From an optimization exercise on the open Yosys and OpenROAD flow, aimed at small area; shortcuts taken in it are not production practice.
Function was checked by simulation only, so behaviour that the tests miss may differ from the original.
Power and IR drop assume default switching activity.

[config.mk]
export PLATFORM = sky130hd
export DESIGN_NAME = motion_core
export DESIGN_NICKNAME = motion_core
export VERILOG_FILES = /design/flow/design.v
export SDC_FILE = /design/flow/constraint.sdc
export NUM_CORES = 4
export LEC_CHECK = 0
export CAP_MARGIN = 20
export CORE_MARGIN = 2
export CORE_UTILIZATION = 40
export SLEW_MARGIN = 20
[design.v]
package motion_pkg;
  localparam int num_motors = 2;
  localparam int word_bits  = 64;
  localparam int acc_bits   = 16;   
  localparam int dur_bits   = 16;   
  localparam int op_bits    = 8;
  localparam int free_bits  = 4;
  localparam int op_lsb   = 56;
  localparam int mask_lsb = 48;   
  localparam int inc0_lsb = 32;
  localparam int inc1_lsb = 16;
  localparam int dur_lsb  = 0;
  typedef enum logic [op_bits-1:0] {
    op_nop    = 8'h00,
    op_enable = 8'h01,
    op_move   = 8'h02,
    op_clear  = 8'h03    
  } opcode_t;
  typedef struct packed {
    logic [num_motors-1:0] dir;
    logic [acc_bits-1:0]   inc0;
    logic [acc_bits-1:0]   inc1;
    logic [dur_bits-1:0]   duration;
  } move_t;
  typedef struct packed {
    logic [op_bits-1:0]    last_op;
    logic [39:0]           rsvd;
    logic [7:0]            moves_done;
    logic [free_bits-1:0]  free_slots;
    logic                  overflow;
    logic                  busy;
    logic [num_motors-1:0] enable;
  } status_t;
endpackage
`timescale 1ns/1ps
import motion_pkg::*;
module spi_word_port (
  input  logic                             buffered_clk,
  input  logic                             resetn,
  input  logic                             sck,
  input  logic                             cs_n,
  input  logic                             copi,
  input  motion_pkg::status_t              tx_word,
  output logic                             cipo,
  output logic [motion_pkg::word_bits-1:0] rx_word,
  output logic                             rx_valid
);
  localparam int cnt_bits = $clog2(word_bits) + 1;
  logic [2:0]           sck_s;
  logic [2:0]           cs_s;
  logic [1:0]           copi_s;
  logic                 sck_rise;
  logic                 sck_fall;
  logic                 cs_rise;
  logic                 cs_fall;
  logic                 selected;
  logic [word_bits-1:0] rx_shift;
  logic [word_bits-1:0] tx_shift;
  logic [cnt_bits-1:0]  bit_cnt;
  logic [2:0]           valid_pipe;
  assign sck_rise = sck_s[1] & ~sck_s[2];
  assign sck_fall = ~sck_s[1] & sck_s[2];
  assign cs_rise  = cs_s[1] & ~cs_s[2];
  assign cs_fall  = ~cs_s[1] & cs_s[2];
  assign selected = ~cs_s[1];
  assign cipo     = tx_shift[word_bits-1];   
  assign rx_valid = valid_pipe[2];
  always_ff @(posedge buffered_clk) begin
    if (!resetn) begin
      sck_s  <= '0;
      cs_s   <= '1;    
      copi_s <= '0;
    end else begin
      sck_s  <= {sck_s[1:0], sck};
      cs_s   <= {cs_s[1:0], cs_n};
      copi_s <= {copi_s[0], copi};
    end
  end
  always_ff @(posedge buffered_clk) begin
    if (!resetn) begin
      bit_cnt    <= '0;
      valid_pipe <= '0;
    end else begin
      if (cs_fall) begin
        bit_cnt <= '0;
      end else if (selected && sck_rise && bit_cnt != cnt_bits'(word_bits)) begin
        bit_cnt <= bit_cnt + 1'b1;   
      end
      valid_pipe <= {valid_pipe[1:0], cs_rise && bit_cnt == cnt_bits'(word_bits)};
    end
  end
  always_ff @(posedge buffered_clk) begin
    if (selected && sck_rise) begin
      rx_shift <= {rx_shift[word_bits-2:0], copi_s[1]};
    end
    if (cs_fall) begin
      tx_shift <= tx_word;    
    end else if (selected && sck_fall) begin
      tx_shift <= {tx_shift[word_bits-2:0], 1'b0};
    end
    if (cs_rise) begin
      rx_word <= rx_shift;
    end
  end
endmodule
`timescale 1ns/1ps
import motion_pkg::*;
module command_fsm (
  input  logic                              buffered_clk,
  input  logic                              resetn,
  input  logic [motion_pkg::word_bits-1:0]  rx_word,
  input  logic                              rx_valid,
  input  logic                              full,
  input  logic [motion_pkg::free_bits-1:0]  free_slots,
  input  logic                              move_complete,
  input  logic                              running,
  output motion_pkg::status_t               tx_word,
  output logic                              push,
  output motion_pkg::move_t                 push_move,
  output logic [motion_pkg::num_motors-1:0] enable_out
);
  typedef enum logic [1:0] {
    idle,
    decode,
    respond
  } state_t;
  state_t               state;
  logic [word_bits-1:0] cmd_word;
  motion_pkg::opcode_t  op;
  logic [op_bits-1:0]   last_op;
  logic [7:0]           moves_done;
  logic                 overflow;
  assign op = motion_pkg::opcode_t'(cmd_word[op_lsb +: op_bits]);
  always_ff @(posedge buffered_clk) begin
    if (state == idle && rx_valid) begin
      cmd_word <= rx_word;
    end
  end
  always_comb begin
    push_move.dir      = cmd_word[mask_lsb +: num_motors];
    push_move.inc0     = cmd_word[inc0_lsb +: acc_bits];
    push_move.inc1     = cmd_word[inc1_lsb +: acc_bits];
    push_move.duration = cmd_word[dur_lsb +: dur_bits];
  end
  always_ff @(posedge buffered_clk) begin
    if (!resetn) begin
      state      <= idle;
      push       <= 1'b0;
      enable_out <= '0;
      last_op    <= op_nop;
      moves_done <= '0;
      overflow   <= 1'b0;
    end else begin
      push <= 1'b0;
      if (move_complete) begin
        moves_done <= moves_done + 8'd1;   
      end
      case (state)
        idle: begin
          if (rx_valid) begin
            state <= decode;
          end
        end
        decode: begin
          case (op)
            op_enable: enable_out <= cmd_word[mask_lsb +: num_motors];
            op_move: begin
              if (full) begin
                overflow <= 1'b1;    
              end else begin
                push <= 1'b1;
              end
            end
            op_clear: begin
              overflow   <= 1'b0;
              moves_done <= '0;
            end
            default: ;
          endcase
          state <= respond;
        end
        respond: begin
          last_op <= op;   
          state   <= idle;
        end
        default: state <= idle;
      endcase
    end
  end
  always_comb begin
    tx_word            = '0;
    tx_word.last_op    = last_op;
    tx_word.moves_done = moves_done;
    tx_word.free_slots = free_slots;
    tx_word.overflow   = overflow;
    tx_word.busy       = running;
    tx_word.enable     = enable_out;
  end
endmodule
`timescale 1ns/1ps
import motion_pkg::*;
module move_fifo #(
  parameter int buffer_depth = 8
) (
  input  logic                             buffered_clk,
  input  logic                             resetn,
  input  logic                             push,
  input  motion_pkg::move_t                push_move,
  input  logic                             move_req,
  output logic                             full,
  output logic                             empty,
  output logic [motion_pkg::free_bits-1:0] free_slots,
  output logic                             move_ack,
  output motion_pkg::move_t                head_move
);
  localparam int ptr_bits = (buffer_depth > 1) ? $clog2(buffer_depth) : 1;
  localparam int cnt_bits = $clog2(buffer_depth + 1);
  logic [num_motors+2*acc_bits+dur_bits-1:0] mem [buffer_depth];   
  logic [ptr_bits-1:0] wr_ptr;
  logic [ptr_bits-1:0] rd_ptr;
  logic [cnt_bits-1:0] count;
  logic                push_ok;
  logic                pop;
  function automatic logic [ptr_bits-1:0] next_ptr(input logic [ptr_bits-1:0] ptr);
    next_ptr = (ptr == ptr_bits'(buffer_depth - 1)) ? '0 : ptr + 1'b1;
  endfunction
  assign full       = count == cnt_bits'(buffer_depth);
  assign empty      = count == '0;
  assign free_slots = free_bits'(buffer_depth - count);
  assign head_move  = mem[rd_ptr];
  assign push_ok    = push & ~full;      
  assign pop        = move_ack & ~move_req;   
  always_ff @(posedge buffered_clk) begin
    if (push_ok) begin
      mem[wr_ptr] <= push_move;
    end
  end
  always_ff @(posedge buffered_clk) begin
    if (!resetn) begin
      wr_ptr   <= '0;
      rd_ptr   <= '0;
      count    <= '0;
      move_ack <= 1'b0;
    end else begin
      if (push_ok) begin
        wr_ptr <= next_ptr(wr_ptr);
      end
      if (pop) begin
        rd_ptr <= next_ptr(rd_ptr);
      end
      case ({push_ok, pop})
        2'b10:   count <= count + 1'b1;
        2'b01:   count <= count - 1'b1;
        default: ;
      endcase
      if (!move_ack && move_req && !empty) begin
        move_ack <= 1'b1;
      end else if (pop) begin
        move_ack <= 1'b0;
      end
    end
  end
endmodule
`timescale 1ns/1ps
import motion_pkg::*;
module step_generator #(
  parameter int tick_divisor = 4
) (
  input  logic                              buffered_clk,
  input  logic                              resetn,
  input  logic                              move_ack,
  input  motion_pkg::move_t                 head_move,
  output logic                              move_req,
  output logic [motion_pkg::num_motors-1:0] step,
  output logic [motion_pkg::num_motors-1:0] dir,
  output logic                              running,
  output logic                              move_complete
);
  localparam int tick_bits = $clog2(tick_divisor) + 1;
  typedef enum logic [1:0] {
    request,
    wait_release,
    run
  } state_t;
  state_t               state;
  logic [tick_bits-1:0] tick_cnt;
  logic                 tick;
  logic [dur_bits-1:0]  remaining;
  logic [acc_bits-1:0]  inc [num_motors];
  logic [acc_bits-1:0]  acc [num_motors];
  logic [acc_bits:0]    acc_sum [num_motors];
  assign move_req = state == request;
  assign running  = state != request;
  assign tick     = (state == run) && (tick_cnt == tick_bits'(tick_divisor - 1));
  assign move_complete = (tick && remaining == dur_bits'(1)) ||
                         (state == wait_release && !move_ack && remaining == '0);
  always_comb begin
    for (int i = 0; i < num_motors; i++) begin
      acc_sum[i] = {1'b0, acc[i]} + {1'b0, inc[i]};
      step[i]    = tick & acc_sum[i][acc_bits];   
    end
  end
  always_ff @(posedge buffered_clk) begin
    if (state == request && move_ack) begin
      inc[0] <= head_move.inc0;
      inc[1] <= head_move.inc1;
      for (int i = 0; i < num_motors; i++) begin
        acc[i] <= '0;
      end
    end else if (tick) begin
      for (int i = 0; i < num_motors; i++) begin
        acc[i] <= acc_sum[i][acc_bits-1:0];
      end
    end
  end
  always_ff @(posedge buffered_clk) begin
    if (!resetn) begin
      state     <= request;
      tick_cnt  <= '0;
      remaining <= '0;
      dir       <= '0;
    end else begin
      case (state)
        request: begin
          if (move_ack) begin
            dir       <= head_move.dir;   
            remaining <= head_move.duration;
            tick_cnt  <= '0;
            state     <= wait_release;
          end
        end
        wait_release: begin
          if (!move_ack) begin
            state <= (remaining == '0) ? request : run;
          end
        end
        run: begin
          if (tick) begin
            tick_cnt  <= '0;
            remaining <= remaining - 1'b1;
            if (remaining == dur_bits'(1)) begin
              state <= request;
            end
          end else begin
            tick_cnt <= tick_cnt + 1'b1;
          end
        end
        default: state <= request;
      endcase
    end
  end
endmodule
`timescale 1ns/1ps
import motion_pkg::*;
module motion_core #(
  parameter int buffer_depth = 8,
  parameter int tick_divisor = 4
) (
  input  logic                              buffered_clk,
  input  logic                              resetn_in,
  input  logic                              sck,
  input  logic                              cs_n,
  input  logic                              copi,
  output logic                              cipo,
  output logic [motion_pkg::num_motors-1:0] step,
  output logic [motion_pkg::num_motors-1:0] dir,
  output logic [motion_pkg::num_motors-1:0] enable_out,
  output logic                              buffer_dtr,
  output logic                              move_done
);
  logic [7:0]           resetn_counter;
  logic                 resetn;
  logic [word_bits-1:0] rx_word;
  logic                 rx_valid;
  motion_pkg::status_t              tx_word;
  logic                 push;
  motion_pkg::move_t                push_move;
  logic                 full;
  logic                 empty;
  logic [free_bits-1:0] free_slots;
  logic                 move_req;
  logic                 move_ack;
  motion_pkg::move_t                head_move;
  logic                 running;
  logic                 move_complete;
  assign resetn = &resetn_counter;
  always_ff @(posedge buffered_clk) begin
    if (!resetn_in) begin
      resetn_counter <= '0;
    end else begin
      resetn_counter <= resetn_counter + {7'd0, ~resetn};
    end
  end
  assign buffer_dtr = ~full;
  assign move_done  = empty & ~running;   
  spi_word_port port_inst (
    .buffered_clk (buffered_clk),
    .resetn       (resetn),
    .sck          (sck),
    .cs_n         (cs_n),
    .copi         (copi),
    .tx_word      (tx_word),
    .cipo         (cipo),
    .rx_word      (rx_word),
    .rx_valid     (rx_valid)
  );
  command_fsm fsm_inst (
    .buffered_clk  (buffered_clk),
    .resetn        (resetn),
    .rx_word       (rx_word),
    .rx_valid      (rx_valid),
    .full          (full),
    .free_slots    (free_slots),
    .move_complete (move_complete),
    .running       (running),
    .tx_word       (tx_word),
    .push          (push),
    .push_move     (push_move),
    .enable_out    (enable_out)
  );
  move_fifo #(
    .buffer_depth (buffer_depth)
  ) fifo_inst (
    .buffered_clk (buffered_clk),
    .resetn       (resetn),
    .push         (push),
    .push_move    (push_move),
    .move_req     (move_req),
    .full         (full),
    .empty        (empty),
    .free_slots   (free_slots),
    .move_ack     (move_ack),
    .head_move    (head_move)
  );
  step_generator #(
    .tick_divisor (tick_divisor)
  ) gen_inst (
    .buffered_clk  (buffered_clk),
    .resetn        (resetn),
    .move_ack      (move_ack),
    .head_move     (head_move),
    .move_req      (move_req),
    .step          (step),
    .dir           (dir),
    .running       (running),
    .move_complete (move_complete)
  );
endmodule
[constraint.sdc]
create_clock -name core_clock -period 10.0 [get_ports {buffered_clk}]
set_input_delay 2.0000 -clock core_clock [delete_from_list [all_inputs] [get_ports {buffered_clk}]]
set_output_delay 2.0000 -clock core_clock [all_outputs]
set_load 0.01 [all_outputs]
[run.sh]
#!/bin/bash
# synth_recipe.tcl (not shown) runs the flow's synth.tcl, then flattens the netlist and writes it again
# the make line also repeats each setting of config.mk as NAME=value (left out here)
make -C /OpenROAD-flow-scripts/flow DESIGN_CONFIG=/design/flow/config.mk WORK_HOME=/design/flow/orfs CLKGATE_MAP_FILE= SYNTH_SCRIPT=/design/flow/synth_recipe.tcl finish
==> metrics.md <==
| Metric | Value |
|---|---|
| Clk slew on worst S/H paths | 60 ps |
| Cts bufs inserted | a little under 80 |
| FF-to-FF path depth | 6 |
| Pre-CTS setup slack | 5140 ps |
| Die W | 278 um |
| Port bufs | 13 |
| Flip-flop and latch area | 0.0223 mm2 |
| CTS resizes | 0 |
| Number of diodes | 0 |
| Final Critical Period | 5470 ps |
| Internal cell power | 5.34 mW |
| CTS Hold Bufs | 0 |
| Worst-path fanout max | 3 |
| Via count | around 15k |
| Mean number of vias per cell | 5.31 |
| Critical Path AT | 3470 ps |
| Gpl congestion | 0.782 |
| Hpwl dp | 31200 um |
| Sw Pwr | 1.24 mW |
| Max Clk Rate | 183 MHz |
| DIE AREA | between 0.07 and 0.08 mm2 |
| Worst-Margin Slew | 1040 ps |
| Outcome | finished clean |
| I/O pin total | 14 |
| Async SR Flop Fraction | 0% |
| Relative slew slack | 30.9% |
| RSZ-0062 raised after global routing | no |
| Fin nets | roughly 1.9k |
| Area of the multi-input gates | around 0.0075 mm2 |
| Sw Ratio | 18.9% |
| Die Y | 278 um |
| DR iter-0 viols | 1105 |
| CTS tree | done |
| Number of fill cells | about 6.3k |
| Worst skew pair latency | 620 ps |
| Logic pwr share | less than 1% |
| Row Count | 100 |
| Total gr overflow | 0 |
| Hold wc startpoint | port_inst.cs_s[0]$_SDFF_PN1_ |
| Hold_ws | roughly 410 ps |
| DRC violations left | 0 |
| First-pass GRT wire length | 88700 um |
| R2R Path Start | fifo_inst.count[0]$_SDFFE_PN0P_ |
| Worst hold stages | 1 |
| Initial DRT Pass Iterations | 5 |
| Seq/Total Area, Yosys | 74.2% |
| Vias in the first global route | 15.4k |
| Share of layout cells above drive strength 1 | between 15 and 20% |
| Worst min-delay path category | reg2reg |
| Setup ws final | 4530 ps |
| Syn_area_per_cell | 16.8 um2 |
| Detail Route Antenna Nets | 0 |
| CTS Buffer Depth | 3 |
| Clock root cell | clkbuf_16 |
| Seq pwr share | between 50% and 60% |
| Cell variety after synth | 66 |
| WS Path Type | reg2out |
| Ys Warns | 8 |
| GR Util All Layers | 14.8% |
| Crit. End Element | output port |
| Largest net degree at the start of global routing | between 60 and 70 |
| Clock Sinks | between 700 and 800 |
| Final Max Slew Viols | 0 |
| Initial antenna violation count | 1 |
| Htree depth | 3 |
| MaxCap Viol Count | 0 |
| Setup Fix Bufs, Post-CTS | 0 |
| Syn_nets | around 1.8k |
| Worst Hold Endpoint | port_inst.cs_s[1]$_SDFF_PN1_ |
| Worst vdd ir | 0.114 mV |
| Number of synthesized flops with an enable pin | 636 |
| Mapped cell area | between 0.02 and 0.03 mm2 |
| Part of the power in the clock network | 46.6% |
| WL final | around 57000 um |
| Synth Instances | approximately 1.8k |
| Setup Total Neg Slack | 0 ps |
| Ratio of final minimum period to clock period | a little over half |
| Dominant synthesized flop cell | edfxtp_1 |
| Pleak | 8.61 nW |
| Final setup fails | 0 |
| Final hold violations | 0 |
| CORE AREA | 0.0743 mm2 |
| Req. time, crit path | 8000 ps |
| Clock Skews | 28.0 ps |
| Initial Util | 40.3% |
| CP Launch Type | flip-flop |
| WL per Instance | 20.0 um |
| #FFs+latches synth | 793 |
| Area delta synth->final | 13.8% |
| R2R Path End | fifo_inst.mem[3][45]$_DFFE_PP_ |
| Reg-to-reg setup timing slack | 6610 ps |
| Pwr/cell area | ~190 mW/mm2 |
==> power groups by stage <==
stage / registers, mW / clock network (mW) / logic [mW]
after detailed placement: 3.58 / 0 / 0.00388
after global placement: 3.58 / 0 / 0.00392
after floorplan: 3.58 / 0 / 0.00177
after CTS: 3.51 / 3.15 / 0.00395
after global routing: 3.51 / 3.28 / 0.00452
final: 3.51 / 3.07 / 0.00385
==> synthesized netlist by cell type (9+ instances only) <==
cell type | n | share of area, %
nand4_1 | 9 | 0.19
dfxtp_1 | 157 | 10
mux2i_1 | 28 | 0.93
xor2_1 | 18 | 0.53
xnor2_1 | 20 | 0.58
a211oi_1 | 11 | 0.28
edfxtp_1 | 636 | 64
o21ai_0 | 50 | 0.83
nor3_1 | 18 | 0.30
nand3_1 | 16 | 0.27
nor2b_1 | 9 | 0.19
nand2b_1 | 13 | 0.27
a22o_1 | 20 | 0.58
ha_1 | 49 | 2.0
buf_2 | 11 | 0.18
or3_1 | 13 | 0.27
mux2_2 | 37 | 1.4
a31oi_1 | 9 | 0.19
mux4_2 | 100 | 7.5
clkbuf_1 | 54 | 0.68
inv_1 | 17 | 0.21
a21oi_1 | 111 | 1.9
nor2_1 | 84 | 1.1
nand2_1 | 153 | 1.9
and2_1 | 20 | 0.42
==> cell families (layout without fill, tap and decap cells) <==
kind of cell	after synthesis	after routing	share of synthesized area, %
muxes	165	165	9.84
DFF	793	793	74.2
buffers and inverters	93	210	1.24
adders and majority gates	51	51	2.18
and+or+nand+nor	375	375	5.90
AOI/OAI and AO/OA	271	271	5.56
xor gates and xnor gates	38	38	1.11
==> how the worst max path moves through the flow <==
stage,from,end,depth (start not counted)
3_3_place_gp,gen_inst.inc[0][0]$_DFFE_PP_,step[0],9
4_1_cts,gen_inst.inc[0][0]$_DFFE_PP_,step[0],9
6_report,gen_inst.inc[0][0]$_DFFE_PP_,step[0],9
3_5_place_dp,gen_inst.inc[0][0]$_DFFE_PP_,step[0],9
5_1_grt,gen_inst.inc[0][0]$_DFFE_PP_,step[0],9
2_1_floorplan,fifo_inst.count[1]$_SDFFE_PN0P_,fifo_inst.mem[0][0]$_DFFE_PP_,6
==> cell usage in the layout (no fill, tap or decap), types with 8 or more instances in the layout <==
cell type        netlist  layout
a211oi_1              11      11
a21o_1                 8       8
a21oi_1              111     111
a22o_1                20      20
a31oi_1                9       9
and2_1                20      20
and3_1                 8       8
buf_4                  2      32
bufinv_16              0      12
clkbuf_1              54      11
clkbuf_16              0      80
clkdlybuf4s50_1        0      13
clkinv_1               0       8
clkinv_2               0      14
clkinvlp_4             0       8
dfxtp_1              157     154
edfxtp_1             636     636
ha_1                  49      49
inv_1                 17      17
mux2_2                37      37
mux2i_1               28      28
mux4_2               100     100
nand2_1              153     152
nand2b_1              13      13
nand3_1               16      16
nand4_1                9       9
nor2_1                84      79
nor3_1                18      14
o211ai_1               8       8
o21ai_0               50      50
o21ai_1                8       8
or3_1                 13      13
xnor2_1               20      20
xor2_1                18      18
==> routing by layer <==
| layer | vias to the layer above | global-route usage, % | wire length, um |
|---|---|---|---|
| met5 | - | 0 | 0 |
| met4 | 0 | 5.25 | 1330 |
| met3 | 89 | 2.20 | 2520 |
| met2 | 334 | 24.6 | 27800 |
| met1 | 7804 | 20.0 | 25700 |
| li1 | 7028 | - | - |
==> worst max-delay path, cell delays in order (launching register included) <==
cell and delay, ps:
edfxtp_1 360, ha_1 240, fa_1 500, a211oi_1 360, o211ai_1 220, a41oi_1 310
nor2_1 110, o211ai_1 170, a21oi_1 90, clkdlybuf4s50_1 500
==> state kept, by name, indices dropped and copies added (netlist names), 3 cells and up, named ones only <==
| signal | count |
|---|---|
| port_inst.bit_cnt | 7 |
| fsm_inst.cmd_word | 58 |
| fifo_inst.rd_ptr | 3 |
| gen_inst.remaining | 16 |
| port_inst.sck_s | 3 |
| gen_inst.inc | 32 |
| port_inst.cs_s | 3 |
| fifo_inst.count | 4 |
| fifo_inst.mem | 400 |
| port_inst.rx_word | 58 |
| resetn_counter | 8 |
| port_inst.valid_pipe | 3 |
| port_inst.tx_shift | 64 |
| gen_inst.tick_cnt | 3 |
| fsm_inst.last_op | 8 |
| gen_inst.acc | 32 |
| fifo_inst.wr_ptr | 3 |
| port_inst.rx_shift | 64 |
| fsm_inst.moves_done | 8 |
==> layout make-up <==
cell class | instances | share of cell area (%)
clock buffer | 96 | 6.16
clock inverter | 50 | 1.86
inverter | 18 | 0.198
multi-input combinational | 900 | 21.9
sequential | 793 | 65.2
tap | 969 | 3.55
timing repair buffer | 46 | 1.12
==> metrics by stage <==
stage	power (mW)	util [%]	cell area [um2]	std cells
finish	6.59	45.9	34100	2872
global route	6.79	45.9	34100	2872
CTS	6.67	45.9	34100	2872
detailed placement	3.59	42.2	31400	2726
global placement	3.59	42.2	31400	2726
floorplan	3.59	-	30000	1786

[separate check: timing with driven ports]
How much do the figures lean on ideal ports? The routed layout below was timed once more, with nothing changed but the port constraints. Step 1, drivers: a clkbuf_16 drives buffered_clk and a buf_2 each remaining input, both assumed. Step 2 times the ports against the registers' clock, not the clock port: input delays grow and output delays shrink by t, the midpoint of the rising clock arrivals with the driver on. a / b / c = no drivers / after step 1 / after step 2; a / b = the first two.
t (ns): 0.662
setup slack, ns: 4.532 / 4.475 / 5.137
worst setup path at the end: register to output
worst slew at a driven data input, ns: 0.04
cell pins on the clock port's net: 1
After both steps this run still meets setup and hold. The setup slack of this run moves by -0.057 ns with the drivers and by +0.605 ns with both steps.
